Source: an optimization exercise on an open RTL-to-GDS flow (aim: small area, a short achievable clock period and few clock cycles per item). Production flows keep margins and buffers that such runs may drop.
RTL that was checked went through simulation tests only; none was proved equivalent to the original.
The RTL of run 1 was laid out without a check of its function.

**design/flow/design.v**
```verilog
module csg_mix (
  input  logic        clk,
  input  logic        rst_n,
  input  logic        adv,
  input  logic        c_v,
  input  logic [4:0]  c_s,
  input  logic [9:0]  c_a,
  input  logic [3:0]  c_n,
  input  logic        c_sg,
  output logic        f_v,
  output logic signed [15:0] f_sum
);
  logic        p_sg;
  logic [9:0]  p_at;
  logic [24:0] p_g0, p_g1, p_g2, p_t, p_s1, p_c1, p_r0s, p_r0c, p_d;
  logic [10:0] p_dhi;
  logic [18:0] p_td;
  logic        p_cp, p_cm;
  always_comb begin
    p_sg = c_sg;
    p_at = p_sg ? ~c_a : c_a;
    case (p_at[2:0])
      3'd0: p_g0 = 25'h0;
      3'd1: p_g0 = 25'h12ba;
      3'd2: p_g0 = 25'h2573;
      3'd3: p_g0 = 25'h382d;
      3'd4: p_g0 = 25'h4ae7;
      3'd5: p_g0 = 25'h5da1;
      3'd6: p_g0 = 25'h705a;
      3'd7: p_g0 = 25'h8314;
      default: p_g0 = '0;
    endcase
    case (p_at[5:3])
      3'd0: p_g1 = 25'h0;
      3'd1: p_g1 = 25'h95ce;
      3'd2: p_g1 = 25'h12b9b;
      3'd3: p_g1 = 25'h1c169;
      3'd4: p_g1 = 25'h25736;
      3'd5: p_g1 = 25'h2ed04;
      3'd6: p_g1 = 25'h382d2;
      3'd7: p_g1 = 25'h4189f;
      default: p_g1 = '0;
    endcase
    case (p_at[8:6])
      3'd0: p_g2 = 25'h0;
      3'd1: p_g2 = 25'h4ae6d;
      3'd2: p_g2 = 25'h95cda;
      3'd3: p_g2 = 25'he0b46;
      3'd4: p_g2 = 25'h12b9b3;
      3'd5: p_g2 = 25'h176820;
      3'd6: p_g2 = 25'h1c168d;
      3'd7: p_g2 = 25'h20c4fa;
      default: p_g2 = '0;
    endcase
    case ({p_sg, c_n, c_a[9]})
      6'd0: p_t = 25'h1ed464d;
      6'd1: p_t = 25'h12b9b3;
      6'd2: p_t = 25'h1ee1d16;
      6'd3: p_t = 25'h13907c;
      6'd4: p_t = 25'h1eef3df;
      6'd5: p_t = 25'h146745;
      6'd6: p_t = 25'h1efcaa8;
      6'd7: p_t = 25'h153e0e;
      6'd8: p_t = 25'h1f0a171;
      6'd9: p_t = 25'h1614d7;
      6'd10: p_t = 25'h1f1783a;
      6'd11: p_t = 25'h16eba0;
      6'd12: p_t = 25'h1f24f03;
      6'd13: p_t = 25'h17c269;
      6'd14: p_t = 25'h1f325cc;
      6'd15: p_t = 25'h189932;
      6'd16: p_t = 25'h1f3fc95;
      6'd17: p_t = 25'h196ffb;
      6'd18: p_t = 25'h1f4d35e;
      6'd19: p_t = 25'h1a46c4;
      6'd20: p_t = 25'h1f5aa27;
      6'd21: p_t = 25'h1b1d8d;
      6'd22: p_t = 25'h1f680f0;
      6'd23: p_t = 25'h1bf456;
      6'd24: p_t = 25'h1f757b9;
      6'd25: p_t = 25'h1ccb1f;
      6'd26: p_t = 25'h1f82e82;
      6'd27: p_t = 25'h1da1e8;
      6'd28: p_t = 25'h1f9054b;
      6'd29: p_t = 25'h1e78b1;
      6'd30: p_t = 25'h1f9dc14;
      6'd31: p_t = 25'h1f4f7a;
      6'd32: p_t = 25'h1ed5907;
      6'd33: p_t = 25'h1ed5907;
      6'd34: p_t = 25'h1ec823e;
      6'd35: p_t = 25'h1ec823e;
      6'd36: p_t = 25'h1ebab75;
      6'd37: p_t = 25'h1ebab75;
      6'd38: p_t = 25'h1ead4ac;
      6'd39: p_t = 25'h1ead4ac;
      6'd40: p_t = 25'h1e9fde3;
      6'd41: p_t = 25'h1e9fde3;
      6'd42: p_t = 25'h1e9271a;
      6'd43: p_t = 25'h1e9271a;
      6'd44: p_t = 25'h1e85051;
      6'd45: p_t = 25'h1e85051;
      6'd46: p_t = 25'h1e77988;
      6'd47: p_t = 25'h1e77988;
      6'd48: p_t = 25'h1e6a2bf;
      6'd49: p_t = 25'h1e6a2bf;
      6'd50: p_t = 25'h1e5cbf6;
      6'd51: p_t = 25'h1e5cbf6;
      6'd52: p_t = 25'h1e4f52d;
      6'd53: p_t = 25'h1e4f52d;
      6'd54: p_t = 25'h1e41e64;
      6'd55: p_t = 25'h1e41e64;
      6'd56: p_t = 25'h1e3479b;
      6'd57: p_t = 25'h1e3479b;
      6'd58: p_t = 25'h1e270d2;
      6'd59: p_t = 25'h1e270d2;
      6'd60: p_t = 25'h1e19a09;
      6'd61: p_t = 25'h1e19a09;
      6'd62: p_t = 25'h1e0c340;
      6'd63: p_t = 25'h1e0c340;
      default: p_t = '0;
    endcase
    case (c_n)
      4'd0: p_td = 19'h47c13;
      4'd1: p_td = 19'h4878c;
      4'd2: p_td = 19'h49304;
      4'd3: p_td = 19'h49e7c;
      4'd4: p_td = 19'h4a9f5;
      4'd5: p_td = 19'h4b56d;
      4'd6: p_td = 19'h4c0e5;
      4'd7: p_td = 19'h4cc5e;
      4'd8: p_td = 19'h4d7d6;
      4'd9: p_td = 19'h4e34f;
      4'd10: p_td = 19'h4eec7;
      4'd11: p_td = 19'h4fa3f;
      4'd12: p_td = 19'h505b8;
      4'd13: p_td = 19'h51130;
      4'd14: p_td = 19'h51ca9;
      4'd15: p_td = 19'h52821;
      default: p_td = '0;
    endcase
    p_s1  = p_g0 ^ p_g1 ^ p_g2;
    p_c1  = ((p_g0 & p_g1) | (p_g0 & p_g2) | (p_g1 & p_g2)) << 1;
    p_r0s = p_s1 ^ p_c1 ^ p_t;
    p_r0c = ((p_s1 & p_c1) | (p_s1 & p_t) | (p_c1 & p_t)) << 1;
    p_dhi = p_td[18:8] + {1'b0, c_a};
    p_d   = {3'd0, p_dhi, p_td[7:0], 3'd0};
    p_cp = 1'b0;
    p_cm = 1'b0;
    case ({c_a, c_n})
      14'd671: p_cm = 1'b1;
      14'd1325: p_cm = 1'b1;
      14'd1788: p_cm = 1'b1;
      14'd2107: p_cp = 1'b1;
      14'd3768: p_cm = 1'b1;
      14'd4779: p_cp = 1'b1;
      14'd4893: p_cm = 1'b1;
      14'd5277: p_cm = 1'b1;
      14'd5844: p_cp = 1'b1;
      14'd6918: p_cm = 1'b1;
      14'd7222: p_cm = 1'b1;
      14'd7417: p_cm = 1'b1;
      default: ;
    endcase
  end
  logic [24:0] r0_s, r0_c;
  logic r0_p, r0_n;
  logic [24:0] r1_s, r1_c;
  logic r1_p, r1_n;
  logic [24:0] r2_s, r2_c;
  logic r2_p, r2_n;
  logic [24:0] r3_s, r3_c;
  logic r3_p, r3_n;
  logic [24:0] r4_s, r4_c;
  logic r4_p, r4_n;
  logic [24:0] r5_s, r5_c;
  logic r5_p, r5_n;
  logic [24:0] r6_s, r6_c;
  logic r6_p, r6_n;
  logic [24:0] r7_s, r7_c;
  logic r7_p, r7_n;
  logic [24:0] r8_s, r8_c;
  logic r8_p, r8_n;
  logic [24:0] r9_s, r9_c;
  logic r9_p, r9_n;
  logic [24:0] r10_s, r10_c;
  logic r10_p, r10_n;
  logic [24:0] r11_s, r11_c;
  logic r11_p, r11_n;
  logic [24:0] r12_s, r12_c;
  logic r12_p, r12_n;
  csg_div #(.WT(25), .L(22), .T(1)) u_srt0 (.s_in(p_r0s), .c_in(p_r0c), .d_in(p_d),
    .s_out(r0_s), .c_out(r0_c), .qp(r0_p), .qn(r0_n));
  logic b0_v, b0_sg, b0_cp, b0_cm;
  logic [4:0] b0_sq;
  logic [24:0] b0_s, b0_c, b0_d;
  logic [0:0] b0_qp, b0_qn;
  always_ff @(posedge clk) begin
    if (!rst_n) b0_v <= 1'b0;
    else if (adv) b0_v <= c_v;
  end
  always_ff @(posedge clk) begin
    if (adv) begin
      b0_s[24:1] <= r0_s[24:1];
      b0_c[24:1] <= r0_c[24:1];
      b0_d[21:2] <= p_d[21:2];
      b0_sg <= p_sg;
      b0_sq <= c_s;
      b0_cp <= p_cp;
      b0_cm <= p_cm;
      b0_qp <= {r0_p};
      b0_qn <= {r0_n};
    end
  end
  assign b0_s[0:0] = '0;
  assign b0_c[0:0] = '0;
  assign b0_d[24:22] = '0;
  assign b0_d[1:0] = '0;
  csg_div #(.WT(25), .L(22), .T(2)) u_srt1 (.s_in(b0_s), .c_in(b0_c), .d_in(b0_d),
    .s_out(r1_s), .c_out(r1_c), .qp(r1_p), .qn(r1_n));
  csg_div #(.WT(25), .L(22), .T(3)) u_srt2 (.s_in(r1_s), .c_in(r1_c), .d_in(b0_d),
    .s_out(r2_s), .c_out(r2_c), .qp(r2_p), .qn(r2_n));
  logic b1_v, b1_sg, b1_cp, b1_cm;
  logic [4:0] b1_sq;
  logic [24:0] b1_s, b1_c, b1_d;
  logic [2:0] b1_qp, b1_qn;
  always_ff @(posedge clk) begin
    if (!rst_n) b1_v <= 1'b0;
    else if (adv) b1_v <= b0_v;
  end
  always_ff @(posedge clk) begin
    if (adv) begin
      b1_s[24:3] <= r2_s[24:3];
      b1_c[24:3] <= r2_c[24:3];
      b1_d[21:4] <= b0_d[21:4];
      b1_sg <= b0_sg;
      b1_sq <= b0_sq;
      b1_cp <= b0_cp;
      b1_cm <= b0_cm;
      b1_qp <= {b0_qp, r1_p, r2_p};
      b1_qn <= {b0_qn, r1_n, r2_n};
    end
  end
  assign b1_s[2:0] = '0;
  assign b1_c[2:0] = '0;
  assign b1_d[24:22] = '0;
  assign b1_d[3:0] = '0;
  csg_div #(.WT(25), .L(22), .T(4)) u_srt3 (.s_in(b1_s), .c_in(b1_c), .d_in(b1_d),
    .s_out(r3_s), .c_out(r3_c), .qp(r3_p), .qn(r3_n));
  csg_div #(.WT(25), .L(22), .T(5)) u_srt4 (.s_in(r3_s), .c_in(r3_c), .d_in(b1_d),
    .s_out(r4_s), .c_out(r4_c), .qp(r4_p), .qn(r4_n));
  logic b2_v, b2_sg, b2_cp, b2_cm;
  logic [4:0] b2_sq;
  logic [24:0] b2_s, b2_c, b2_d;
  logic [4:0] b2_qp, b2_qn;
  always_ff @(posedge clk) begin
    if (!rst_n) b2_v <= 1'b0;
    else if (adv) b2_v <= b1_v;
  end
  always_ff @(posedge clk) begin
    if (adv) begin
      b2_s[24:5] <= r4_s[24:5];
      b2_c[24:5] <= r4_c[24:5];
      b2_d[21:6] <= b1_d[21:6];
      b2_sg <= b1_sg;
      b2_sq <= b1_sq;
      b2_cp <= b1_cp;
      b2_cm <= b1_cm;
      b2_qp <= {b1_qp, r3_p, r4_p};
      b2_qn <= {b1_qn, r3_n, r4_n};
    end
  end
  assign b2_s[4:0] = '0;
  assign b2_c[4:0] = '0;
  assign b2_d[24:22] = '0;
  assign b2_d[5:0] = '0;
  csg_div #(.WT(25), .L(22), .T(6)) u_srt5 (.s_in(b2_s), .c_in(b2_c), .d_in(b2_d),
    .s_out(r5_s), .c_out(r5_c), .qp(r5_p), .qn(r5_n));
  csg_div #(.WT(25), .L(22), .T(7)) u_srt6 (.s_in(r5_s), .c_in(r5_c), .d_in(b2_d),
    .s_out(r6_s), .c_out(r6_c), .qp(r6_p), .qn(r6_n));
  logic b3_v, b3_sg, b3_cp, b3_cm;
  logic [4:0] b3_sq;
  logic [24:0] b3_s, b3_c, b3_d;
  logic [6:0] b3_qp, b3_qn;
  always_ff @(posedge clk) begin
    if (!rst_n) b3_v <= 1'b0;
    else if (adv) b3_v <= b2_v;
  end
  always_ff @(posedge clk) begin
    if (adv) begin
      b3_s[24:7] <= r6_s[24:7];
      b3_c[24:7] <= r6_c[24:7];
      b3_d[21:8] <= b2_d[21:8];
      b3_sg <= b2_sg;
      b3_sq <= b2_sq;
      b3_cp <= b2_cp;
      b3_cm <= b2_cm;
      b3_qp <= {b2_qp, r5_p, r6_p};
      b3_qn <= {b2_qn, r5_n, r6_n};
    end
  end
  assign b3_s[6:0] = '0;
  assign b3_c[6:0] = '0;
  assign b3_d[24:22] = '0;
  assign b3_d[7:0] = '0;
  csg_div #(.WT(25), .L(22), .T(8)) u_srt7 (.s_in(b3_s), .c_in(b3_c), .d_in(b3_d),
    .s_out(r7_s), .c_out(r7_c), .qp(r7_p), .qn(r7_n));
  csg_div #(.WT(25), .L(22), .T(9)) u_srt8 (.s_in(r7_s), .c_in(r7_c), .d_in(b3_d),
    .s_out(r8_s), .c_out(r8_c), .qp(r8_p), .qn(r8_n));
  logic b4_v, b4_sg, b4_cp, b4_cm;
  logic [4:0] b4_sq;
  logic [24:0] b4_s, b4_c, b4_d;
  logic [8:0] b4_qp, b4_qn;
  always_ff @(posedge clk) begin
    if (!rst_n) b4_v <= 1'b0;
    else if (adv) b4_v <= b3_v;
  end
  always_ff @(posedge clk) begin
    if (adv) begin
      b4_s[24:9] <= r8_s[24:9];
      b4_c[24:9] <= r8_c[24:9];
      b4_d[21:10] <= b3_d[21:10];
      b4_sg <= b3_sg;
      b4_sq <= b3_sq;
      b4_cp <= b3_cp;
      b4_cm <= b3_cm;
      b4_qp <= {b3_qp, r7_p, r8_p};
      b4_qn <= {b3_qn, r7_n, r8_n};
    end
  end
  assign b4_s[8:0] = '0;
  assign b4_c[8:0] = '0;
  assign b4_d[24:22] = '0;
  assign b4_d[9:0] = '0;
  csg_div #(.WT(25), .L(22), .T(10)) u_srt9 (.s_in(b4_s), .c_in(b4_c), .d_in(b4_d),
    .s_out(r9_s), .c_out(r9_c), .qp(r9_p), .qn(r9_n));
  csg_div #(.WT(25), .L(22), .T(11)) u_srt10 (.s_in(r9_s), .c_in(r9_c), .d_in(b4_d),
    .s_out(r10_s), .c_out(r10_c), .qp(r10_p), .qn(r10_n));
  logic b5_v, b5_sg, b5_cp, b5_cm;
  logic [4:0] b5_sq;
  logic [24:0] b5_s, b5_c, b5_d;
  logic [10:0] b5_qp, b5_qn;
  always_ff @(posedge clk) begin
    if (!rst_n) b5_v <= 1'b0;
    else if (adv) b5_v <= b4_v;
  end
  always_ff @(posedge clk) begin
    if (adv) begin
      b5_s[24:11] <= r10_s[24:11];
      b5_c[24:11] <= r10_c[24:11];
      b5_d[21:12] <= b4_d[21:12];
      b5_sg <= b4_sg;
      b5_sq <= b4_sq;
      b5_cp <= b4_cp;
      b5_cm <= b4_cm;
      b5_qp <= {b4_qp, r9_p, r10_p};
      b5_qn <= {b4_qn, r9_n, r10_n};
    end
  end
  assign b5_s[10:0] = '0;
  assign b5_c[10:0] = '0;
  assign b5_d[24:22] = '0;
  assign b5_d[11:0] = '0;
  csg_div #(.WT(25), .L(22), .T(12)) u_srt11 (.s_in(b5_s), .c_in(b5_c), .d_in(b5_d),
    .s_out(r11_s), .c_out(r11_c), .qp(r11_p), .qn(r11_n));
  csg_div #(.WT(25), .L(22), .T(13)) u_srt12 (.s_in(r11_s), .c_in(r11_c), .d_in(b5_d),
    .s_out(r12_s), .c_out(r12_c), .qp(r12_p), .qn(r12_n));
  logic b6_v, b6_sg, b6_cp, b6_cm;
  logic [4:0] b6_sq;
  logic [24:0] b6_s, b6_c, b6_d;
  logic [12:0] b6_qp, b6_qn;
  always_ff @(posedge clk) begin
    if (!rst_n) b6_v <= 1'b0;
    else if (adv) b6_v <= b5_v;
  end
  always_ff @(posedge clk) begin
    if (adv) begin
      b6_s[24:13] <= r12_s[24:13];
      b6_c[24:13] <= r12_c[24:13];
      b6_sg <= b5_sg;
      b6_sq <= b5_sq;
      b6_cp <= b5_cp;
      b6_cm <= b5_cm;
      b6_qp <= {b5_qp, r11_p, r12_p};
      b6_qn <= {b5_qn, r11_n, r12_n};
    end
  end
  assign b6_s[12:0] = '0;
  assign b6_c[12:0] = '0;
  assign b6_d = '0;
  logic [24:0] f_rem;
  logic        f_neg;
  logic [15:0] f_x, f_y, f_ka, f_kb, f_a, f_b, f_p;
  logic [11:0] f_psq;
  always_comb begin
    f_rem = b6_s + b6_c;
    f_neg = f_rem[24];
    f_x   = b6_sg ? ~{3'b0, b6_qp} : {3'b0, b6_qp};
    f_y   = b6_sg ? {3'b0, b6_qn} : ~{3'b0, b6_qn};
    case ({b6_sg, b6_cp, b6_cm})
      3'b010:  begin f_ka = 16'd2; f_kb = 16'd1; end
      3'b001:  begin f_ka = 16'd0; f_kb = 16'hffff; end
      3'b110:  begin f_ka = 16'd0; f_kb = 16'd1; end
      3'b101:  begin f_ka = 16'd2; f_kb = 16'd3; end
      3'b100:  begin f_ka = 16'd1; f_kb = 16'd2; end
      default: begin f_ka = 16'd1; f_kb = 16'd0; end
    endcase
    f_p   = {4'b0, f_psq} + f_x + f_y;
    f_a   = f_p + f_ka;
    f_b   = f_p + f_kb;
    f_sum = f_neg ? f_b : f_a;
  end
  always_comb begin
    case (b6_sq)
      5'd0: f_psq = 12'd0;
      5'd1: f_psq = 12'd139;
      5'd2: f_psq = 12'd276;
      5'd3: f_psq = 12'd409;
      5'd4: f_psq = 12'd539;
      5'd5: f_psq = 12'd666;
      5'd6: f_psq = 12'd790;
      5'd7: f_psq = 12'd912;
      5'd8: f_psq = 12'd1030;
      5'd9: f_psq = 12'd1146;
      5'd10: f_psq = 12'd1260;
      5'd11: f_psq = 12'd1371;
      5'd12: f_psq = 12'd1480;
      5'd13: f_psq = 12'd1586;
      5'd14: f_psq = 12'd1690;
      5'd15: f_psq = 12'd1792;
      5'd16: f_psq = 12'd1892;
      5'd17: f_psq = 12'd1990;
      5'd18: f_psq = 12'd2086;
      5'd19: f_psq = 12'd2179;
      5'd20: f_psq = 12'd2272;
      5'd21: f_psq = 12'd2362;
      5'd22: f_psq = 12'd2450;
      5'd23: f_psq = 12'd2537;
      5'd24: f_psq = 12'd2622;
      5'd25: f_psq = 12'd2706;
      5'd26: f_psq = 12'd2788;
      5'd27: f_psq = 12'd2868;
      5'd28: f_psq = 12'd2947;
      5'd29: f_psq = 12'd3025;
      5'd30: f_psq = 12'd3101;
      5'd31: f_psq = 12'd0;
      default: f_psq = '0;
    endcase
  end
  assign f_v = b6_v;
endmodule
module csg_div #(
  parameter integer WT = 25,
  parameter integer L  = 22,
  parameter integer T  = 1
) (
  input  logic [WT-1:0] s_in,
  input  logic [WT-1:0] c_in,
  input  logic [WT-1:0] d_in,
  output logic [WT-1:0] s_out,
  output logic [WT-1:0] c_out,
  output logic          qp,
  output logic          qn
);
  localparam logic [WT-1:0] MASK = {WT{1'b1}} << T;
  logic [WT-1:0] s2, c2, dj, y, mj;
  logic [WT-L:0] ea, eb, est;
  logic          neg, zer;
  always_comb begin
    s2  = {s_in[WT-2:0], 1'b0} & MASK;
    c2  = {c_in[WT-2:0], 1'b0} & MASK;
    dj  = d_in & MASK;
    ea  = s2[WT-1:L-1];
    eb  = c2[WT-1:L-1];
    est = ea + eb;
    neg = est[WT-L];
    zer = &(ea ^ eb);            
    qp  = !neg;
    qn  = neg && !zer;
    y   = {WT{!zer}} & (neg ? dj : (~dj & MASK));
    mj  = (s2 & c2) | (s2 & y) | (c2 & y);
    s_out = s2 ^ c2 ^ y;
    c_out = {mj[WT-2:0], 1'b0} | (WT'(qp) << T);
  end
endmodule
module chiptune_sound_generator (
  input  logic        clk,
  input  logic        rst_n,
  input  logic        in_valid,
  output logic        in_stall,
  input  logic [1:0]  in_kind,
  input  logic [1:0]  in_voice,
  input  logic [23:0] in_phase_step,
  input  logic [3:0]  in_noise_rate,
  output logic        out_valid,
  input  logic        out_stall,
  output logic signed [15:0] out_sample,
  input  logic        psel,
  input  logic        penable,
  input  logic        pwrite,
  input  logic [4:0]  paddr,
  input  logic [31:0] pwdata,
  output logic [31:0] prdata,
  output logic        pready
);
  localparam logic [31:0] DUTY_ROWS = {8'b1111_1001, 8'b0001_1110,
                                       8'b0000_0110, 8'b0000_0010};
  localparam logic [191:0] NOISE_PERIODS = {
    12'd4068, 12'd2034, 12'd1016, 12'd762, 12'd508, 12'd380, 12'd254, 12'd202,
    12'd160, 12'd128, 12'd96, 12'd64, 12'd32, 12'd16, 12'd8, 12'd4};
  function automatic logic [8:0] env_step(input logic [8:0] e, input logic [3:0] period);
    logic [8:0] r;
    r = e;
    if (e[0]) begin
      r = {4'd15, period, 1'b0};
    end else if (e[8:5] != 4'd0) begin
      if (e[4:1] <= 4'd1) begin
        r[4:1] = period;
        r[8:5] = e[8:5] - 4'd1;
      end else begin
        r[4:1] = e[4:1] - 4'd1;
      end
    end
    env_step = r;
  endfunction
  logic [1:0] duty_a_r, duty_b_r;
  logic [3:0] env_per0_r, env_per1_r, env_per2_r;
  logic [23:0] sq_phase0_r, sq_phase1_r, sq_step0_r, sq_step1_r;
  logic [23:0] tri_phase_r, tri_step_r;
  logic        tri_on_r;
  logic [8:0]  env0_r, env1_r, env2_r;
  logic [14:0] nz_shift_r;
  logic [3:0]  nz_rate_r;
  logic [11:0] nz_count_r;
  logic        out_valid_r;
  logic signed [15:0] out_sample_r;
  logic [3:0]  prdata_r;
  logic in_acc, cfg_wr, adv, cap;
  assign in_stall = out_valid_r && out_stall;
  assign in_acc   = in_valid && !in_stall;
  assign cap      = in_acc && (in_kind == 2'd0);
  assign pready   = 1'b1;
  assign cfg_wr   = psel && penable && pwrite;
  assign out_valid  = out_valid_r;
  assign out_sample = out_sample_r;
  assign adv      = !in_stall;
  always_ff @(posedge clk) begin
    if (!rst_n) begin
      duty_a_r   <= 2'd1;
      duty_b_r   <= 2'd2;
      env_per0_r <= 4'd12;
      env_per1_r <= 4'd9;
      env_per2_r <= 4'd2;
    end else if (cfg_wr) begin
      case (paddr[4:2])
        3'd0: duty_a_r   <= pwdata[1:0];
        3'd1: duty_b_r   <= pwdata[1:0];
        3'd2: env_per0_r <= pwdata[3:0];
        3'd3: env_per1_r <= pwdata[3:0];
        3'd4: env_per2_r <= pwdata[3:0];
        default: ;
      endcase
    end
  end
  always_ff @(posedge clk) begin
    case (paddr[4:2])
      3'd0: prdata_r <= {2'd0, duty_a_r};
      3'd1: prdata_r <= {2'd0, duty_b_r};
      3'd2: prdata_r <= env_per0_r;
      3'd3: prdata_r <= env_per1_r;
      3'd4: prdata_r <= env_per2_r;
      default: prdata_r <= 4'd0;
    endcase
  end
  assign prdata = {28'd0, prdata_r};
  logic [3:0]  lvl_a, lvl_b, lvl_n;
  logic [9:0]  tri_a;
  logic [12:0] nz_c;
  logic        nz_clk;
  logic [14:0] nz_shift_nxt;
  logic [4:0]  s_new;
  always_comb begin
    lvl_a = DUTY_ROWS[{duty_a_r, sq_phase0_r[23:21]}] ? env0_r[8:5] : 4'd0;
    lvl_b = DUTY_ROWS[{duty_b_r, sq_phase1_r[23:21]}] ? env1_r[8:5] : 4'd0;
    s_new = 5'(lvl_a) + 5'(lvl_b);
    if (!tri_on_r)            tri_a = 10'd256;
    else if (tri_phase_r[23]) tri_a = {1'b0, tri_phase_r[22:14]};
    else tri_a = 10'd512 - (10'(tri_phase_r[22:14]) + 10'(|tri_phase_r[13:0]));
    nz_c   = {1'b0, nz_count_r} + 13'd1;
    nz_clk = nz_c >= {1'b0, NOISE_PERIODS[12*nz_rate_r +: 12]};
    nz_shift_nxt = nz_clk ? {nz_shift_r[0] ^ nz_shift_r[1], nz_shift_r[14:1]} : nz_shift_r;
    lvl_n  = nz_shift_nxt[0] ? env2_r[8:5] : 4'd0;
  end
  always_ff @(posedge clk) begin
    if (!rst_n) begin
      sq_phase0_r <= '0;
      sq_phase1_r <= '0;
      sq_step0_r  <= '0;
      sq_step1_r  <= '0;
      tri_phase_r <= '0;
      tri_step_r  <= '0;
      tri_on_r    <= 1'b1;
      env0_r      <= 9'd1;
      env1_r      <= 9'd1;
      env2_r      <= 9'd1;
      nz_shift_r  <= '0;
      nz_rate_r   <= '0;
      nz_count_r  <= '0;
    end else if (in_acc) begin
      case (in_kind)
        2'd0: begin
          sq_phase0_r <= sq_phase0_r + sq_step0_r;
          sq_phase1_r <= sq_phase1_r + sq_step1_r;
          if (tri_on_r) tri_phase_r <= tri_phase_r + tri_step_r;
          nz_shift_r <= nz_shift_nxt;
          nz_count_r <= nz_clk ? 12'd0 : nz_c[11:0];
        end
        2'd1: begin
          env0_r <= env_step(env0_r, env_per0_r);
          env1_r <= env_step(env1_r, env_per1_r);
          env2_r <= env_step(env2_r, env_per2_r);
        end
        2'd2: begin
          case (in_voice)
            2'd0: begin
              sq_step0_r  <= in_phase_step;
              sq_phase0_r <= '0;
              env0_r[0]   <= 1'b1;
            end
            2'd1: begin
              sq_step1_r  <= in_phase_step;
              sq_phase1_r <= '0;
              env1_r[0]   <= 1'b1;
            end
            2'd2: begin
              tri_on_r    <= 1'b1;
              tri_step_r  <= in_phase_step;
              tri_phase_r <= '0;
            end
            default: begin
              nz_shift_r <= 15'd1;
              nz_rate_r  <= in_noise_rate;
              env2_r[0]  <= 1'b1;
            end
          endcase
        end
        default: begin
          case (in_voice)
            2'd0: env0_r[8:5] <= 4'd0;
            2'd1: env1_r[8:5] <= 4'd0;
            2'd2: tri_on_r <= 1'b0;
            default: env2_r[8:5] <= 4'd0;
          endcase
        end
      endcase
    end
  end
  logic       c_v;
  logic [4:0] c_s;
  logic [9:0] c_a;
  logic [3:0] c_n;
  logic       c_sg;
  logic [10:0] sg_sum;
  logic       sg_new;
  always_comb begin
    case (env2_r[8:5])
      4'd0: sg_sum = {1'b0, tri_a} + 11'h700;
      4'd1: sg_sum = {1'b0, tri_a} + 11'h70b;
      4'd2: sg_sum = {1'b0, tri_a} + 11'h716;
      4'd3: sg_sum = {1'b0, tri_a} + 11'h722;
      4'd4: sg_sum = {1'b0, tri_a} + 11'h72d;
      4'd5: sg_sum = {1'b0, tri_a} + 11'h739;
      4'd6: sg_sum = {1'b0, tri_a} + 11'h744;
      4'd7: sg_sum = {1'b0, tri_a} + 11'h750;
      4'd8: sg_sum = {1'b0, tri_a} + 11'h75b;
      4'd9: sg_sum = {1'b0, tri_a} + 11'h767;
      4'd10: sg_sum = {1'b0, tri_a} + 11'h772;
      4'd11: sg_sum = {1'b0, tri_a} + 11'h77e;
      4'd12: sg_sum = {1'b0, tri_a} + 11'h789;
      4'd13: sg_sum = {1'b0, tri_a} + 11'h795;
      4'd14: sg_sum = {1'b0, tri_a} + 11'h7a0;
      4'd15: sg_sum = {1'b0, tri_a} + 11'h7ac;
      default: sg_sum = '0;
    endcase
    sg_new = nz_shift_nxt[0] ? sg_sum[10] : (tri_a[9:8] == 2'd0);
  end
  always_ff @(posedge clk) begin
    if (!rst_n)   c_v <= 1'b0;
    else if (adv) c_v <= cap;
  end
  always_ff @(posedge clk) begin
    if (adv) begin
      c_s  <= s_new;
      c_a  <= tri_a;
      c_n  <= lvl_n;
      c_sg <= sg_new;
    end
  end
  logic        f_v;
  logic signed [15:0] f_sum;
  csg_mix u_mix (.clk(clk), .rst_n(rst_n), .adv(adv), .c_v(c_v), .c_s(c_s), .c_a(c_a),
                 .c_n(c_n), .c_sg(c_sg), .f_v(f_v), .f_sum(f_sum));
  always_ff @(posedge clk) begin
    if (!rst_n)   out_valid_r <= 1'b0;
    else if (adv) out_valid_r <= f_v;
  end
  always_ff @(posedge clk) begin
    if (adv) out_sample_r <= f_sum;
  end
endmodule
```
**design/flow/run.sh**
```bash
#!/bin/bash
# synth_recipe.tcl (not shown) runs the flow's synth.tcl, then flattens the netlist and writes it again
# the make line also repeats each setting of config.mk as NAME=value (left out here)
make -C /OpenROAD-flow-scripts/flow DESIGN_CONFIG=/design/flow/config.mk WORK_HOME=/design/flow/orfs CLKGATE_MAP_FILE= SYNTH_SCRIPT=/design/flow/synth_recipe.tcl finish
```
**design/flow/config.mk**
```make
export PLATFORM = sky130hd
export DESIGN_NAME = chiptune_sound_generator
export DESIGN_NICKNAME = chiptune_sound_generator
export VERILOG_FILES = /design/flow/design.v
export SDC_FILE = /design/flow/constraint.sdc
export NUM_CORES = 4
export LEC_CHECK = 0
export ABC_AREA = 1
export ABC_CLOCK_PERIOD_IN_PS = 4000
export CAP_MARGIN = 20
export CORE_MARGIN = 2
export CORE_UTILIZATION = 40
export CTS_BUF_LIST = sky130_fd_sc_hd__clkbuf_4 sky130_fd_sc_hd__clkbuf_8
export SETUP_SLACK_MARGIN = 5
export SLEW_MARGIN = 20
```
**design/flow/constraint.sdc**
```tcl
create_clock -name core_clock -period 10.0 [get_ports {clk}]
set_input_delay 2.0000 -clock core_clock [delete_from_list [all_inputs] [get_ports {clk}]]
set_output_delay 2.0000 -clock core_clock [all_outputs]
set_load 0.01 [all_outputs]
```
==> out/results.txt, run 1 <==
FF+latch count, synth = 772
Post-route insts no fill = 6,614
CTS tree = done
Post-Synth Adder-Cell Area = 18.8%
Inst Count DP = 6,369
Synth Warn # = 41
Boundary Pins = 127
H-tree Lvls = 4
Clock latency at the later pin of the worst-skew pair = 810 ps
Synth cell count leaders = 874 x nand2_1, 595 x inv_1, 512 x edfxtp_1, 439 x o21ai_0, 421 x nor2_1
DP HPWL = 76,900 um
Fin area = 50,900 um^2
Largest net degree at the start of global routing = 156
DP Area = 48,000 um^2
Cell Rows = 124
RSZ-0062 raised after global routing = no
Die H = 343 um
Sequential Area = 20,600 um^2
Placer Congestion = 0.864
Footprint of the multi-input gates = 22,500 um^2
Gate count of the mapped netlist = 4,904
CTS Buf Count = 134
Final setup fails = 0
DRT iter0 DRCs = 1,948
Syn Std Cell Area = 46,000 um^2
Worst slack, placed = 3920 ps
Die X = 343 um
Die area = 118,000 um^2
Initial antenna violation count = 1
Clock root cell = clkbuf_8
Mux cell area share after synthesis = 0%
IO buf count = 67
Hold Crit Class = flip-flop to flip-flop
Setup_tns = 0 ps
Async SR Flop Fraction = 0%
Seq/Total Area, Yosys = 44.8%
Req. time, crit path = 8000 ps
Final wirelength = 103,000 um
GRT Overall Usage = 17.8%
Routed vias/inst = 4.98
Fill count = 11.0k
Critical Path Fanout Max = 11
First-pass GRT wire length = 170,000 um
Core footprint = 114,000 um^2
Worst setup EP type = output port
Vias = 32.9k
CP arrival = 2720 ps
Top post-synthesis cells by area = edfxtp_1 33%, fa_1 11%, dfxtp_1 11%, ha_1 7.3%, nand2_1 7.1%
Routed Antenna Nets = 0
Vias in the first global route = 32.6k
CP Class = primary input to output port
Post-synth EDFFs = 512
Most frequent cell after synthesis = nand2_1
Gr ovfl total = 0
Main synth FF type = edfxtp_1
Max_slew headroom = 28.2%
Number of remaining DRC errors = 0
Cts hold-fix bufs = 0
Status = finished clean
Distinct cells, synth = 63
Final Critical Period = 4720 ps
Compound-gate portion of the synthesized area = 11.6%
Final Hold Viols = 0
Crit path launch type = primary input
Mapped Avg Cell Area = 9.38 um^2
Layout area overhead = 10.8%
Share of cells above drive strength 1 = 6.37%
Wire per inst = 15.6 um
Clk sink count = 772
Largest family of logic cells by synthesized area = adder cells
Max Slew Vio Count = 0
Cell taking the most area after synthesis = edfxtp_1
Post-synthesis xor/xnor area fraction = 2.03%
Worst Skew = 36.3 ps
Fmax = 212 MHz
Worst-Margin Slew = 1070 ps
CTS Buffer Depth = 3
Simple-Gate Fraction of Synth Area = 15.9%
Max-cap violations = 0
Area fraction of the dominant cell type after synthesis = 33.4%
Post-Route Utilization = 44.6%
Clk slew on worst S/H paths = 60 ps
Setup WS post-layout = 5280 ps
Post-layout nets = 5,610
Effective utilization at floorplan = 40.3%
Fin crit share = 47.2%
DRT Pass-1 Iters = 5
## path summary, 6_finish.rpt
check | depth (start not counted) | from | slack (ps) | end
worst min-delay path | 0 | u_mix.b3_cm | 410 | u_mix.b4_cm
worst max-delay path | 4 | out_stall | 5280 | in_stall
worst min register to register | 0 | u_mix.b3_cm | 410 | u_mix.b4_cm
worst max register to register | 16 | u_mix.b0_s[22] | 5440 | u_mix.b1_s[22]
## logic make-up after synthesis
group / Yosys count
buf+inv: 773
simple gates: 1730
other cells: 2
fa+ha+maj: 532
flops: 772
xor+xnor: 99
compound gates: 996
## final cells by class
type	count	share of cell area (%)
timing repair buffer	102	1.86
antenna	1	0.00491
clock inverter	43	0.813
tap	1512	3.71
sequential	772	40.4
multi-input combinational	3387	44.1
inverter	605	4.49
clock buffer	192	4.61
## stage by stage
stage / hold slack, ps
6_report: 407
2_1_floorplan: 400
4_1_cts: 405
5_1_grt: 409
3_3_place_gp: 400
3_5_place_dp: 405
## worst max-delay path, cell delays in order
cell            delay (ps)
clkbuf_4               180
nand2_8                150
clkinvlp_4             180
dlymetal6s2s_1         200
## what timing repair did
action / 4_1_cts / 5_1_grt
endpoints found under the hold margin: 0 / 0
setup buffers: 1 / 7
pin swaps: 1 / 0
resized for setup: 15 / 18
cloned: 0 / 1
endpoints found under the setup margin: 109 / 136
## flip-flops by register name, indices dropped and copies added, names as in the netlist, 14 cells and up
| signal | count |
|---|---|
| sq_phase0_r | 24 |
| sq_phase1_r | 24 |
| sq_step0_r | 24 |
| sq_step1_r | 24 |
| tri_phase_r | 24 |
| tri_step_r | 24 |
| u_mix.b0_c | 23 |
| u_mix.b0_s | 23 |
| u_mix.b1_s | 21 |
| u_mix.b1_c | 20 |
| u_mix.b0_d | 19 |
| u_mix.b2_s | 19 |
| u_mix.b1_d | 18 |
| u_mix.b2_c | 18 |
| u_mix.b3_s | 17 |
| out_sample_r | 16 |
| u_mix.b2_d | 16 |
| u_mix.b3_c | 16 |
| u_mix.p_td | 16 |
| nz_shift_r | 15 |
| u_mix.b4_c | 15 |
| u_mix.b4_s | 15 |
| u_mix.b3_d | 14 |
## placed cells by master (no fill, tap or decap), types with 16 or more instances in the layout
master / netlist / final
buf_4: 41 / 32
o21ai_0: 439 / 438
nand4_1: 32 / 32
o211ai_1: 21 / 21
nand2_1: 874 / 866
nand2_2: 10 / 17
inv_1: 595 / 593
clkbuf_4: 0 / 48
clkbuf_8: 0 / 145
edfxtp_1: 512 / 512
xnor2_1: 32 / 30
a21o_1: 16 / 16
nor2_1: 421 / 419
ha_1: 269 / 269
nand3b_1: 68 / 68
conb_1: 2 / 29
o21ai_1: 27 / 28
nand3_1: 249 / 249
or2_2: 14 / 16
fa_1: 263 / 263
dfxtp_1: 260 / 260
a21oi_1: 392 / 392
xor2_1: 58 / 56
nor3_1: 32 / 32
clkinv_1: 2 / 17
clkdlybuf4s50_1: 0 / 64
a31oi_1: 17 / 17
## per-layer routing
| metal | track usage (%) | share of wire, % | vias up |
|---|---|---|---|
| met5 | 0 | 0 | - |
| met4 | 5.52 | 2.4 | 0 |
| met3 | 2.53 | 3.7 | 179 |
| met2 | 31.3 | 49 | 570 |
| met1 | 22.7 | 45 | 15600 |
| li1 | - | - | 16600 |
==> run 2, diff against run 1 <==
--- a/design/flow/design.v
+++ b/design/flow/design.v
@@ -148,15 +148,25 @@
     p_cm = 1'b0;
     case ({c_a, c_n})
-      14'd671: p_cm = 1'b1;
+      14'd510: p_cp = 1'b1;
       14'd1325: p_cm = 1'b1;
-      14'd1788: p_cm = 1'b1;
+      14'd1915: p_cp = 1'b1;
       14'd2107: p_cp = 1'b1;
+      14'd2379: p_cp = 1'b1;
+      14'd2714: p_cp = 1'b1;
+      14'd2724: p_cp = 1'b1;
+      14'd2779: p_cp = 1'b1;
+      14'd2801: p_cp = 1'b1;
+      14'd2992: p_cp = 1'b1;
+      14'd3098: p_cp = 1'b1;
+      14'd3590: p_cp = 1'b1;
+      14'd3675: p_cp = 1'b1;
+      14'd3747: p_cp = 1'b1;
       14'd3768: p_cm = 1'b1;
-      14'd4779: p_cp = 1'b1;
-      14'd4893: p_cm = 1'b1;
-      14'd5277: p_cm = 1'b1;
+      14'd5642: p_cp = 1'b1;
       14'd5844: p_cp = 1'b1;
+      14'd6849: p_cp = 1'b1;
       14'd6918: p_cm = 1'b1;
       14'd7222: p_cm = 1'b1;
+      14'd7362: p_cm = 1'b1;
       14'd7417: p_cm = 1'b1;
       default: ;
@@ -189,5 +199,5 @@
   logic [24:0] r12_s, r12_c;
   logic r12_p, r12_n;
-  csg_div #(.WT(25), .L(22), .T(1)) u_srt0 (.s_in(p_r0s), .c_in(p_r0c), .d_in(p_d),
+  csg_div #(.WT(25), .L(22), .T(2)) u_srt0 (.s_in(p_r0s), .c_in(p_r0c), .d_in(p_d),
     .s_out(r0_s), .c_out(r0_c), .qp(r0_p), .qn(r0_n));
   logic b0_v, b0_sg, b0_cp, b0_cm;
@@ -201,7 +211,7 @@
   always_ff @(posedge clk) begin
     if (adv) begin
-      b0_s[24:1] <= r0_s[24:1];
-      b0_c[24:1] <= r0_c[24:1];
-      b0_d[21:2] <= p_d[21:2];
+      b0_s[24:2] <= r0_s[24:2];
+      b0_c[24:2] <= r0_c[24:2];
+      b0_d[21:3] <= p_d[21:3];
       b0_sg <= p_sg;
       b0_sq <= c_s;
@@ -212,11 +222,11 @@
     end
   end
-  assign b0_s[0:0] = '0;
-  assign b0_c[0:0] = '0;
+  assign b0_s[1:0] = '0;
+  assign b0_c[1:0] = '0;
   assign b0_d[24:22] = '0;
-  assign b0_d[1:0] = '0;
-  csg_div #(.WT(25), .L(22), .T(2)) u_srt1 (.s_in(b0_s), .c_in(b0_c), .d_in(b0_d),
+  assign b0_d[2:0] = '0;
+  csg_div #(.WT(25), .L(22), .T(3)) u_srt1 (.s_in(b0_s), .c_in(b0_c), .d_in(b0_d),
     .s_out(r1_s), .c_out(r1_c), .qp(r1_p), .qn(r1_n));
-  csg_div #(.WT(25), .L(22), .T(3)) u_srt2 (.s_in(r1_s), .c_in(r1_c), .d_in(b0_d),
+  csg_div #(.WT(25), .L(22), .T(4)) u_srt2 (.s_in(r1_s), .c_in(r1_c), .d_in(b0_d),
     .s_out(r2_s), .c_out(r2_c), .qp(r2_p), .qn(r2_n));
   logic b1_v, b1_sg, b1_cp, b1_cm;
@@ -230,7 +240,7 @@
   always_ff @(posedge clk) begin
     if (adv) begin
-      b1_s[24:3] <= r2_s[24:3];
-      b1_c[24:3] <= r2_c[24:3];
-      b1_d[21:4] <= b0_d[21:4];
+      b1_s[24:4] <= r2_s[24:4];
+      b1_c[24:4] <= r2_c[24:4];
+      b1_d[21:5] <= b0_d[21:5];
       b1_sg <= b0_sg;
       b1_sq <= b0_sq;
@@ -241,11 +251,11 @@
     end
   end
-  assign b1_s[2:0] = '0;
-  assign b1_c[2:0] = '0;
+  assign b1_s[3:0] = '0;
+  assign b1_c[3:0] = '0;
   assign b1_d[24:22] = '0;
-  assign b1_d[3:0] = '0;
-  csg_div #(.WT(25), .L(22), .T(4)) u_srt3 (.s_in(b1_s), .c_in(b1_c), .d_in(b1_d),
+  assign b1_d[4:0] = '0;
+  csg_div #(.WT(25), .L(22), .T(5)) u_srt3 (.s_in(b1_s), .c_in(b1_c), .d_in(b1_d),
     .s_out(r3_s), .c_out(r3_c), .qp(r3_p), .qn(r3_n));
-  csg_div #(.WT(25), .L(22), .T(5)) u_srt4 (.s_in(r3_s), .c_in(r3_c), .d_in(b1_d),
+  csg_div #(.WT(25), .L(22), .T(6)) u_srt4 (.s_in(r3_s), .c_in(r3_c), .d_in(b1_d),
     .s_out(r4_s), .c_out(r4_c), .qp(r4_p), .qn(r4_n));
   logic b2_v, b2_sg, b2_cp, b2_cm;
@@ -259,7 +269,7 @@
   always_ff @(posedge clk) begin
     if (adv) begin
-      b2_s[24:5] <= r4_s[24:5];
-      b2_c[24:5] <= r4_c[24:5];
-      b2_d[21:6] <= b1_d[21:6];
+      b2_s[24:6] <= r4_s[24:6];
+      b2_c[24:6] <= r4_c[24:6];
+      b2_d[21:7] <= b1_d[21:7];
       b2_sg <= b1_sg;
       b2_sq <= b1_sq;
@@ -270,11 +280,11 @@
     end
   end
-  assign b2_s[4:0] = '0;
-  assign b2_c[4:0] = '0;
+  assign b2_s[5:0] = '0;
+  assign b2_c[5:0] = '0;
   assign b2_d[24:22] = '0;
-  assign b2_d[5:0] = '0;
-  csg_div #(.WT(25), .L(22), .T(6)) u_srt5 (.s_in(b2_s), .c_in(b2_c), .d_in(b2_d),
+  assign b2_d[6:0] = '0;
+  csg_div #(.WT(25), .L(22), .T(7)) u_srt5 (.s_in(b2_s), .c_in(b2_c), .d_in(b2_d),
     .s_out(r5_s), .c_out(r5_c), .qp(r5_p), .qn(r5_n));
-  csg_div #(.WT(25), .L(22), .T(7)) u_srt6 (.s_in(r5_s), .c_in(r5_c), .d_in(b2_d),
+  csg_div #(.WT(25), .L(22), .T(8)) u_srt6 (.s_in(r5_s), .c_in(r5_c), .d_in(b2_d),
     .s_out(r6_s), .c_out(r6_c), .qp(r6_p), .qn(r6_n));
   logic b3_v, b3_sg, b3_cp, b3_cm;
@@ -288,7 +298,7 @@
   always_ff @(posedge clk) begin
     if (adv) begin
-      b3_s[24:7] <= r6_s[24:7];
-      b3_c[24:7] <= r6_c[24:7];
-      b3_d[21:8] <= b2_d[21:8];
+      b3_s[24:8] <= r6_s[24:8];
+      b3_c[24:8] <= r6_c[24:8];
+      b3_d[21:9] <= b2_d[21:9];
       b3_sg <= b2_sg;
       b3_sq <= b2_sq;
@@ -299,11 +309,11 @@
     end
   end
-  assign b3_s[6:0] = '0;
-  assign b3_c[6:0] = '0;
+  assign b3_s[7:0] = '0;
+  assign b3_c[7:0] = '0;
   assign b3_d[24:22] = '0;
-  assign b3_d[7:0] = '0;
-  csg_div #(.WT(25), .L(22), .T(8)) u_srt7 (.s_in(b3_s), .c_in(b3_c), .d_in(b3_d),
+  assign b3_d[8:0] = '0;
+  csg_div #(.WT(25), .L(22), .T(9)) u_srt7 (.s_in(b3_s), .c_in(b3_c), .d_in(b3_d),
     .s_out(r7_s), .c_out(r7_c), .qp(r7_p), .qn(r7_n));
-  csg_div #(.WT(25), .L(22), .T(9)) u_srt8 (.s_in(r7_s), .c_in(r7_c), .d_in(b3_d),
+  csg_div #(.WT(25), .L(22), .T(10)) u_srt8 (.s_in(r7_s), .c_in(r7_c), .d_in(b3_d),
     .s_out(r8_s), .c_out(r8_c), .qp(r8_p), .qn(r8_n));
   logic b4_v, b4_sg, b4_cp, b4_cm;
@@ -317,7 +327,7 @@
   always_ff @(posedge clk) begin
     if (adv) begin
-      b4_s[24:9] <= r8_s[24:9];
-      b4_c[24:9] <= r8_c[24:9];
-      b4_d[21:10] <= b3_d[21:10];
+      b4_s[24:10] <= r8_s[24:10];
+      b4_c[24:10] <= r8_c[24:10];
+      b4_d[21:11] <= b3_d[21:11];
       b4_sg <= b3_sg;
       b4_sq <= b3_sq;
@@ -328,11 +338,11 @@
     end
   end
-  assign b4_s[8:0] = '0;
-  assign b4_c[8:0] = '0;
+  assign b4_s[9:0] = '0;
+  assign b4_c[9:0] = '0;
   assign b4_d[24:22] = '0;
-  assign b4_d[9:0] = '0;
-  csg_div #(.WT(25), .L(22), .T(10)) u_srt9 (.s_in(b4_s), .c_in(b4_c), .d_in(b4_d),
+  assign b4_d[10:0] = '0;
+  csg_div #(.WT(25), .L(22), .T(11)) u_srt9 (.s_in(b4_s), .c_in(b4_c), .d_in(b4_d),
     .s_out(r9_s), .c_out(r9_c), .qp(r9_p), .qn(r9_n));
-  csg_div #(.WT(25), .L(22), .T(11)) u_srt10 (.s_in(r9_s), .c_in(r9_c), .d_in(b4_d),
+  csg_div #(.WT(25), .L(22), .T(12)) u_srt10 (.s_in(r9_s), .c_in(r9_c), .d_in(b4_d),
     .s_out(r10_s), .c_out(r10_c), .qp(r10_p), .qn(r10_n));
   logic b5_v, b5_sg, b5_cp, b5_cm;
@@ -346,7 +356,7 @@
   always_ff @(posedge clk) begin
     if (adv) begin
-      b5_s[24:11] <= r10_s[24:11];
-      b5_c[24:11] <= r10_c[24:11];
-      b5_d[21:12] <= b4_d[21:12];
+      b5_s[24:12] <= r10_s[24:12];
+      b5_c[24:12] <= r10_c[24:12];
+      b5_d[21:13] <= b4_d[21:13];
       b5_sg <= b4_sg;
       b5_sq <= b4_sq;
@@ -357,11 +367,11 @@
     end
   end
-  assign b5_s[10:0] = '0;
-  assign b5_c[10:0] = '0;
+  assign b5_s[11:0] = '0;
+  assign b5_c[11:0] = '0;
   assign b5_d[24:22] = '0;
-  assign b5_d[11:0] = '0;
-  csg_div #(.WT(25), .L(22), .T(12)) u_srt11 (.s_in(b5_s), .c_in(b5_c), .d_in(b5_d),
+  assign b5_d[12:0] = '0;
+  csg_div #(.WT(25), .L(22), .T(13)) u_srt11 (.s_in(b5_s), .c_in(b5_c), .d_in(b5_d),
     .s_out(r11_s), .c_out(r11_c), .qp(r11_p), .qn(r11_n));
-  csg_div #(.WT(25), .L(22), .T(13)) u_srt12 (.s_in(r11_s), .c_in(r11_c), .d_in(b5_d),
+  csg_div #(.WT(25), .L(22), .T(14)) u_srt12 (.s_in(r11_s), .c_in(r11_c), .d_in(b5_d),
     .s_out(r12_s), .c_out(r12_c), .qp(r12_p), .qn(r12_n));
   logic b6_v, b6_sg, b6_cp, b6_cm;
@@ -375,6 +385,6 @@
   always_ff @(posedge clk) begin
     if (adv) begin
-      b6_s[24:13] <= r12_s[24:13];
-      b6_c[24:13] <= r12_c[24:13];
+      b6_s[24:14] <= r12_s[24:14];
+      b6_c[24:14] <= r12_c[24:14];
       b6_sg <= b5_sg;
       b6_sq <= b5_sq;
@@ -385,6 +395,6 @@
     end
   end
-  assign b6_s[12:0] = '0;
-  assign b6_c[12:0] = '0;
+  assign b6_s[13:0] = '0;
+  assign b6_c[13:0] = '0;
   assign b6_d = '0;
   logic [24:0] f_rem;
--- a/design/flow/config.mk
+++ b/design/flow/config.mk
@@ -10,6 +10,7 @@
 export CAP_MARGIN = 20
 export CORE_MARGIN = 2
-export CORE_UTILIZATION = 40
+export CORE_UTILIZATION = 55
 export CTS_BUF_LIST = sky130_fd_sc_hd__clkbuf_4 sky130_fd_sc_hd__clkbuf_8
+export HOLD_SLACK_MARGIN = 0.05
 export SETUP_SLACK_MARGIN = 5
 export SLEW_MARGIN = 20
==> out/results.txt, run 2 <==
Status = finished clean
Share of cells above drive strength 1 = 6.72%
First-pass GRT wire length = 173,000 um
CTS tree = done
Main synth FF type = edfxtp_1
Effective utilization at floorplan = 55.4%
Worst slack, placed = 4090 ps
Syn Std Cell Area = 45,400 um^2
DRT Pass-1 Iters = 6
Core footprint = 82,000 um^2
Commonest cells after routing, fill and taps aside = 942 x nand2_1, 571 x inv_1, 493 x edfxtp_1
Commonest non-fill, non-tap cell in the layout = nand2_1
CTS Buffer Depth = 3
Vias = 33.9k
Gr ovfl total = 0
Most frequent cell after synthesis = nand2_1
Seq/Total Area, Yosys = 44.0%
Critical Path Fanout Max = 2
Final wirelength = 108,000 um
Simple-Gate Fraction of Synth Area = 17.6%
Fin area = 49,900 um^2
Cell taking the most area after synthesis = edfxtp_1
Top post-synthesis cells by area = edfxtp_1 33%, dfxtp_1 11%, fa_1 11%, nand2_1 7.8%, ha_1 7.3%
Clock root cell = clkbuf_8
Largest net degree at the start of global routing = 155
Gate count of the mapped netlist = 4,939
Fin crit share = 48.6%
CP Class = primary input to output port
Routed vias/inst = 5.44
Max Slew Vio Count = 0
Die H = 291 um
Async SR Flop Fraction = 0%
Worst Skew = 30.4 ps
DP HPWL = 81,100 um
Post-route insts no fill = 6,226
Boundary Pins = 127
Synth Warn # = 41
DP Area = 47,000 um^2
Wire per inst = 17.3 um
CTS Buf Count = 131
Worst-Margin Slew = 1080 ps
Clock latency at the later pin of the worst-skew pair = 790 ps
Max-cap violations = 0
Distinct cells, synth = 64
Worst setup EP type = output port
Setup_tns = 0 ps
Area fraction of the dominant cell type after synthesis = 32.6%
Post-synth EDFFs = 493
IO buf count = 67
Post-layout nets = 5,648
Final setup fails = 0
Flop-to-flop setup slack = 5260 ps
Vias in the first global route = 32.3k
Post-synthesis xor/xnor area fraction = 1.95%
Synth cell count leaders = 946 x nand2_1, 575 x inv_1, 493 x edfxtp_1, 442 x nor2_1, 419 x o21ai_0
Number of remaining DRC errors = 0
Req. time, crit path = 8000 ps
Largest family of logic cells by synthesized area = adder cells
Final Hold Viols = 0
CP arrival = 2860 ps
Cell Rows = 105
Die X = 291 um
Clk slew on worst S/H paths = 60 ps
Fmax = 206 MHz
Die area = 84,900 um^2
GRT Overall Usage = 25.5%
Clk sink count = 753
Initial antenna violation count = 2
DRT iter0 DRCs = 2,284
Hold Crit Class = flip-flop to flip-flop
RSZ-0062 raised after global routing = yes
Crit path launch type = primary input
Placer Congestion = 0.946
Final Critical Period = 4860 ps
Compound-gate portion of the synthesized area = 11.4%
Max_slew headroom = 26.8%
Cts hold-fix bufs = 0
Mux cell area share after synthesis = 0.0441%
Mapped Avg Cell Area = 9.20 um^2
Setup WS post-layout = 5140 ps
FF+latch count, synth = 753
H-tree Lvls = 4
Layout area overhead = 9.79%
Post-Synth Adder-Cell Area = 18.3%
Routed Antenna Nets = 0
Inst Count DP = 5,977
-- run 2: cell type report --
type                            count  area [um^2]
Tap cell                         1070         1340
Multi-Input combinational cell   3469        22600
Inverter                          592         2260
Antenna cell                        4         10.0
Fill cell                        7181        32100
Clock inverter                     39          339
Timing Repair inverter              1         5.00
Timing Repair Buffer              109          991
Clock buffer                      189         2330
Sequential cell                   753        20000
-- run 2: critical path, stage by stage --
cell	delay, ps
clkbuf_2	140
nand2_8	100
inv_16	80
clkdlybuf4s50_1	530
-- run 2: worst paths after layout --
kind / cells after the start / to / startpoint
min reg2reg: 0 / u_mix.b5_sq[3] / u_mix.b4_sq[3]
min: 0 / u_mix.b5_sq[3] / u_mix.b4_sq[3]
max: 4 / in_stall / out_stall
max reg2reg: 17 / u_mix.b0_s[10] / c_sg
-- run 2: cells by family after synthesis --
| family | Yosys count |
|---|---|
| and+or+nand+nor | 1865 |
| AOI/OAI and AO/OA | 956 |
| DFF | 753 |
| buffers and inverters | 745 |
| adders and majority gates | 515 |
| xor gates and xnor gates | 101 |
| other | 2 |
| muxes | 2 |
-- run 2: through the flow --
step / utilization, % / hold slack (ps)
3_3_place_gp: 57.3 / 400
3_5_place_dp: 57.3 / 405
6_report: 60.9 / 404
2_1_floorplan: - / 400
5_1_grt: 60.9 / 412
4_1_cts: 60.7 / 405
-- run 2: per-layer routing --
metal / vias up / part of all wire (%) / global-route usage [%]
li1: 16800 / - / -
met1: 16000 / 46 / 35.8
met2: 796 / 46 / 40.9
met3: 187 / 4.8 / 3.73
met4: 0 / 2.5 / 8.22
met5: - / 0 / 0
-- run 2: what timing repair did --
| action | in CTS | in global routing |
|---|---|---|
| gates cloned | 0 | 2 |
| buffers inserted | 5 | 10 |
| gates resized for setup | 11 | 13 |
| endpoints found under the setup margin | 40 | 84 |
| pin swaps | 1 | 1 |
Testbench counts of run 2, summed over its fixed seeds: cycles 9,670, items 7,530.
==> run 3, diff against run 2 <==
--- a/design/flow/config.mk
+++ b/design/flow/config.mk
@@ -10,7 +10,6 @@
 export CAP_MARGIN = 20
 export CORE_MARGIN = 2
-export CORE_UTILIZATION = 55
+export CORE_UTILIZATION = 40
 export CTS_BUF_LIST = sky130_fd_sc_hd__clkbuf_4 sky130_fd_sc_hd__clkbuf_8
-export HOLD_SLACK_MARGIN = 0.05
 export SETUP_SLACK_MARGIN = 5
 export SLEW_MARGIN = 20
==> out/results.txt, run 3 <==
Status = finished clean
Clk slew on worst S/H paths = 60 ps
Core footprint = 113,000 um^2
Layout area overhead = 11.1%
Worst slack, placed = 3790 ps
CTS Buf Count = 131
Post-layout nets = 5,649
Cell Rows = 123
Final Hold Viols = 0
Seq/Total Area, Yosys = 44.0%
RSZ-0062 raised after global routing = yes
CP max-delay cell = clkdlybuf4s50_1
Post-Synth Adder-Cell Area = 18.3%
First-pass GRT wire length = 175,000 um
Fmax = 202 MHz
Largest net degree at the start of global routing = 94
Largest family of logic cells by synthesized area = adder cells
CTS tree = done
Placer Congestion = 0.918
DP Area = 47,600 um^2
Critical Path Fanout Max = 3
Cell family with most CP delay = buffers and inverters
Effective utilization at floorplan = 40.3%
Max-cap violations = 0
Cts hold-fix bufs = 0
DRT Pass-1 Iters = 8
Final setup fails = 0
CP cell instances = buf_4 > nand2_8 > inv_16 > clkdlybuf4s50_1
Wire per inst = 16.2 um
Synth Warn # = 41
Area fraction of the dominant cell type after synthesis = 32.6%
CP Buf/Inv Count = 3
Most frequent cell after synthesis = nand2_1
Worst Skew = 36.3 ps
Initial antenna violation count = 1
IO buf count = 67
CP max stage delay = 540 ps
Async SR Flop Fraction = 0%
DRT iter0 DRCs = 2,192
Die area = 116,000 um^2
Worst setup EP type = output port
Die H = 341 um
Fin crit share = 49.5%
Syn Std Cell Area = 45,400 um^2
DP HPWL = 80,900 um
Top post-synthesis cells by area = edfxtp_1 33%, dfxtp_1 11%, fa_1 11%, nand2_1 7.8%, ha_1 7.3%
Post-synthesis xor/xnor area fraction = 1.95%
GRT Overall Usage = 18.7%
Clk sink count = 753
Gate count of the mapped netlist = 4,939
Share of cells above drive strength 1 = 6.89%
Number of remaining DRC errors = 0
Fin area = 50,500 um^2
Worst-Margin Slew = 961 ps
Routed Antenna Nets = 0
H-tree Lvls = 4
Routed vias/inst = 5.05
Vias in the first global route = 33.2k
Commonest non-fill, non-tap cell in the layout = nand2_1
Setup WS post-layout = 5050 ps
Final Critical Period = 4950 ps
Synth cell count leaders = 946 x nand2_1, 575 x inv_1, 493 x edfxtp_1, 442 x nor2_1, 419 x o21ai_0
Setup_tns = 0 ps
Gr ovfl total = 0
Inst Count DP = 6,411
CTS Buffer Depth = 3
Mapped Avg Cell Area = 9.20 um^2
CP Class = primary input to output port
Cell taking the most area after synthesis = edfxtp_1
Hold Crit Class = flip-flop to flip-flop
Max_slew headroom = 35.5%
FF+latch count, synth = 753
CP arrival = 2950 ps
Post-Route Utilization = 44.8%
Commonest cells after routing, fill and taps aside = 942 x nand2_1, 571 x inv_1, 493 x edfxtp_1
Die X = 341 um
Max Slew Vio Count = 0
Main synth FF type = edfxtp_1
Crit path launch type = primary input
Mux cell area share after synthesis = 0.0441%
Final wirelength = 108,000 um
Simple-Gate Fraction of Synth Area = 17.6%
Compound-gate portion of the synthesized area = 11.4%
Post-synth EDFFs = 493
Req. time, crit path = 8000 ps
Post-route insts no fill = 6,665
Clock root cell = clkbuf_8
Boundary Pins = 127
Distinct cells, synth = 64
Vias = 33.6k
Clock latency at the later pin of the worst-skew pair = 800 ps
-- run 3: changes by cell type in the layout (fill, tap and decap cells not counted), moves of 2 or more --
| cell | change |
|---|---|
| bufinv_16 | -2 |
| clkbuf_4 | +6 |
| clkinv_8 | +2 |
| diode_2 | -3 |
| inv_8 | +3 |
| nand2_4 | +2 |
| nor2_1 | +3 |
| nor2_2 | -3 |
-- run 3: logic make-up after synthesis --
| kind of cell | after synthesis |
|---|---|
| XOR/XNOR | 101 |
| other | 2 |
| buffers and inverters | 745 |
| adder cells (fa/ha/maj) | 515 |
| flip-flops | 753 |
| AO/OA/AOI/OAI | 956 |
| AND/OR/NAND/NOR | 1865 |
| multiplexers | 2 |
-- run 3: worst paths after layout --
check	startpoint	endpoint	slack [ps]	cells past startpoint
setup / recovery	out_stall	in_stall	5050	4
hold / removal	u_mix.b4_qp[3]	u_mix.b5_qp[5]	410	0
setup reg to reg	c_a[9]	u_mix.b0_s[21]	5280	18
hold reg to reg	u_mix.b4_qp[3]	u_mix.b5_qp[5]	410	0
-- run 3: cell type report --
| class | instances | area, um^2 |
|---|---|---|
| sequential | 753 | 20000 |
| multi-input combinational | 3470 | 22600 |
| clock buffer | 195 | 2370 |
| timing repair buffer | 109 | 982 |
| inverter | 592 | 2260 |
| fill | 11000 | 62200 |
| antenna | 1 | 2.50 |
| clock inverter | 44 | 374 |
| tap | 1500 | 1880 |
| timing repair inverter | 1 | 5.00 |
-- run 3: stage by stage --
step | hold WS, ps
after floorplan | 400
after global placement | 400
after detailed placement | 405
after CTS | 403
after global routing | 413
final | 407
-- run 3: timing repair --
action | CTS | global route
resized for setup | 16 | 7
endpoints found under the setup margin | 17 | 68
buffers inserted | 3 | 8
cloned | 2 | 1
pin swaps | 1 | 0
-- run 3: per-layer routing --
| metal | vias up | GRT usage [%] | part of all wire [%] |
|---|---|---|---|
| li1 | 16900 | - | - |
| met1 | 15900 | 23.4 | 44 |
| met2 | 670 | 33.0 | 50 |
| met3 | 175 | 3.00 | 4.0 |
| met4 | 0 | 5.72 | 2.3 |
| met5 | - | 0 | 0 |
==> run 4, diff against run 3 <==
--- a/design/flow/config.mk
+++ b/design/flow/config.mk
@@ -7,5 +7,5 @@
 export LEC_CHECK = 0
 export ABC_AREA = 1
-export ABC_CLOCK_PERIOD_IN_PS = 4000
+export ABC_CLOCK_PERIOD_IN_PS = 10000
 export CAP_MARGIN = 20
 export CORE_MARGIN = 2
==> out/results.txt, run 4 <==
Status = finished clean
Cell Rows = 123
Area fraction of the dominant cell type after synthesis = 32.6%
CTS tree = done
DRT iter0 DRCs = 2,192
Layout area overhead = 11.1%
Vias in the first global route = 33.2k
Fin crit share = 49.5%
Die H = 341 um
Wire per inst = 16.2 um
H-tree Lvls = 4
Mapped Avg Cell Area = 9.20 um^2
Final setup fails = 0
Clk slew on worst S/H paths = 60 ps
Gr ovfl total = 0
Inst Count DP = 6,411
Cell taking the most area after synthesis = edfxtp_1
Distinct cells, synth = 64
Clock latency at the later pin of the worst-skew pair = 800 ps
Top layer in use = met4
Max Slew Vio Count = 0
CTS Buffer Depth = 3
Async SR Flop Fraction = 0%
Boundary Pins = 127
Most frequent cell after synthesis = nand2_1
Clock root cell = clkbuf_8
Hold Crit Class = flip-flop to flip-flop
Post-layout nets = 5,649
FF+latch count, synth = 753
Main synth FF type = edfxtp_1
DRT Pass-1 Iters = 8
Cts hold-fix bufs = 0
Final Critical Period = 4950 ps
Worst-Margin Slew = 961 ps
Effective utilization at floorplan = 40.3%
Synth Warn # = 41
Routed Antenna Nets = 0
Top post-synthesis cells by area = edfxtp_1 33%, dfxtp_1 11%, fa_1 11%, nand2_1 7.8%, ha_1 7.3%
Post-route insts no fill = 6,665
CTS Buf Count = 131
Critical Path Fanout Max = 3
Met1 Wirelength = 47,400 um
Metal2 WL = 54,000 um
Final Hold Viols = 0
Post-synth EDFFs = 493
Met3 wire len = 4360 um
IO buf count = 67
Crit path launch type = primary input
Synth cell count leaders = 946 x nand2_1, 575 x inv_1, 493 x edfxtp_1, 442 x nor2_1, 419 x o21ai_0
GRT Overall Usage = 18.7%
Share of cells above drive strength 1 = 6.89%
Gate count of the mapped netlist = 4,939
Max-cap violations = 0
Worst Skew = 36.3 ps
Commonest cells after routing, fill and taps aside = 942 x nand2_1, 571 x inv_1, 493 x edfxtp_1
Placer Congestion = 0.918
Syn Std Cell Area = 45,400 um^2
RSZ-0062 raised after global routing = yes
Initial antenna violation count = 1
Setup_tns = 0 ps
Fmax = 202 MHz
Core footprint = 113,000 um^2
CP Class = primary input to output port
Seq/Total Area, Yosys = 44.0%
Final wirelength = 108,000 um
Req. time, crit path = 8000 ps
Commonest non-fill, non-tap cell in the layout = nand2_1
DP HPWL = 80,900 um
CP arrival = 2950 ps
Max_slew headroom = 35.5%
Largest net degree at the start of global routing = 94
Die area = 116,000 um^2
Die X = 341 um
First-pass GRT wire length = 175,000 um
Clk sink count = 753
Number of remaining DRC errors = 0
Worst setup EP type = output port
Vias = 33.6k
Routed vias/inst = 5.05
-- run 4: cell counts in the layout (fill, tap and decap cells not counted) --
Identical to the previous run, type by type.
-- run 4: path summary, 6_finish.rpt --
kind | startpoint | endpoint | slack (ps) | depth (start not counted)
max | out_stall | in_stall | 5050 | 4
min | u_mix.b4_qp[3] | u_mix.b5_qp[5] | 410 | 0
max reg2reg | c_a[9] | u_mix.b0_s[21] | 5280 | 18
min reg2reg | u_mix.b4_qp[3] | u_mix.b5_qp[5] | 410 | 0
-- run 4: metrics by stage --
step           setup WS (ps)  util [%]  instance area, um^2  hold slack [ps]
6_report                5050      44.8                50500              407
4_1_cts                 4920      44.7                50400              403
3_5_place_dp            3790      42.2                47600              405
2_1_floorplan           5320         -                45600              400
3_3_place_gp            3820      42.2                47600              400
5_1_grt                 4990      44.8                50500              413
-- run 4: timing repair --
| action | in CTS | in global routing |
|---|---|---|
| gates resized for setup | 16 | 7 |
| pin swaps | 1 | 0 |
| endpoints found under the setup margin | 17 | 68 |
| buffers inserted | 3 | 8 |
| gates cloned | 2 | 1 |
-- run 4: layout make-up --
type / instances / area (um^2)
diodes: 1 / 2.50
clock buffers: 195 / 2370
clock inverters: 44 / 374
fillers: 11000 / 62200
inverters: 592 / 2260
multi-input cells: 3470 / 22600
flip-flops and latches: 753 / 20000
well taps: 1500 / 1880
repair buffers: 109 / 982
repair inverters: 1 / 5.00
-- run 4: cells by family after synthesis --
kind of cell             count (synthesis)  synth area share (%)
flip-flops                             753                  44.0
adder cells (fa/ha/maj)                515                  18.3
XOR/XNOR                               101                  1.95
multiplexers                             2                0.0441
AND/OR/NAND/NOR                       1865                  17.6
AO/OA/AOI/OAI                          956                  11.4
buffers and inverters                  745                  6.60
other                                    2                0.0165
-- run 4: metal layers --
| metal | track usage, % | vias to the layer above |
|---|---|---|
| met5 | 0 | - |
| met4 | 5.72 | 0 |
| met3 | 3.00 | 175 |
| met2 | 33.0 | 670 |
| met1 | 23.4 | 15900 |
| li1 | - | 16900 |
-- run 4: worst max-delay path, stage by stage --
cell and delay (ps):
buf_4 220, nand2_8 110, inv_16 80, clkdlybuf4s50_1 540

-- what the ideal ports hide --
The results above use ideal ports. As a check the final layouts listed here were re-extracted and re-timed, cells and wires unchanged. Step 1 assumes that a clkbuf_16 drives the clock port and a buf_2 every other input. Step 2 times the ports against the registers' clock, not the clock port: input delays grow and output delays shrink by t, the midpoint of the rising clock arrivals with the driver on. a / b / c = ideal / step 1 / step 2; a / b = the first two.
run | t, ns | setup slack, ns | clock arrival spread, ns | worst data-port slew with drivers (ns) | pins driven straight from the clock port
run 1 | 0.851 | 5.275 / 5.254 / 4.593 | 0.039 / 0.039 | 0.04 | 1
run 2 | 0.834 | 5.144 / 5.113 / 4.811 | 0.031 / 0.030 | 0.11 | 1
run 3 | 0.853 | 5.046 / 5.018 / 4.854 | 0.038 / 0.038 | 0.05 | 1
run 4 | 0.853 | 5.046 / 5.018 / 4.854 | 0.038 / 0.038 | 0.05 | 1
After both steps setup and hold are still met in every run listed. The setup slack of run 1, which loses most, moves by -0.021 ns with the drivers and by -0.682 ns with both steps.
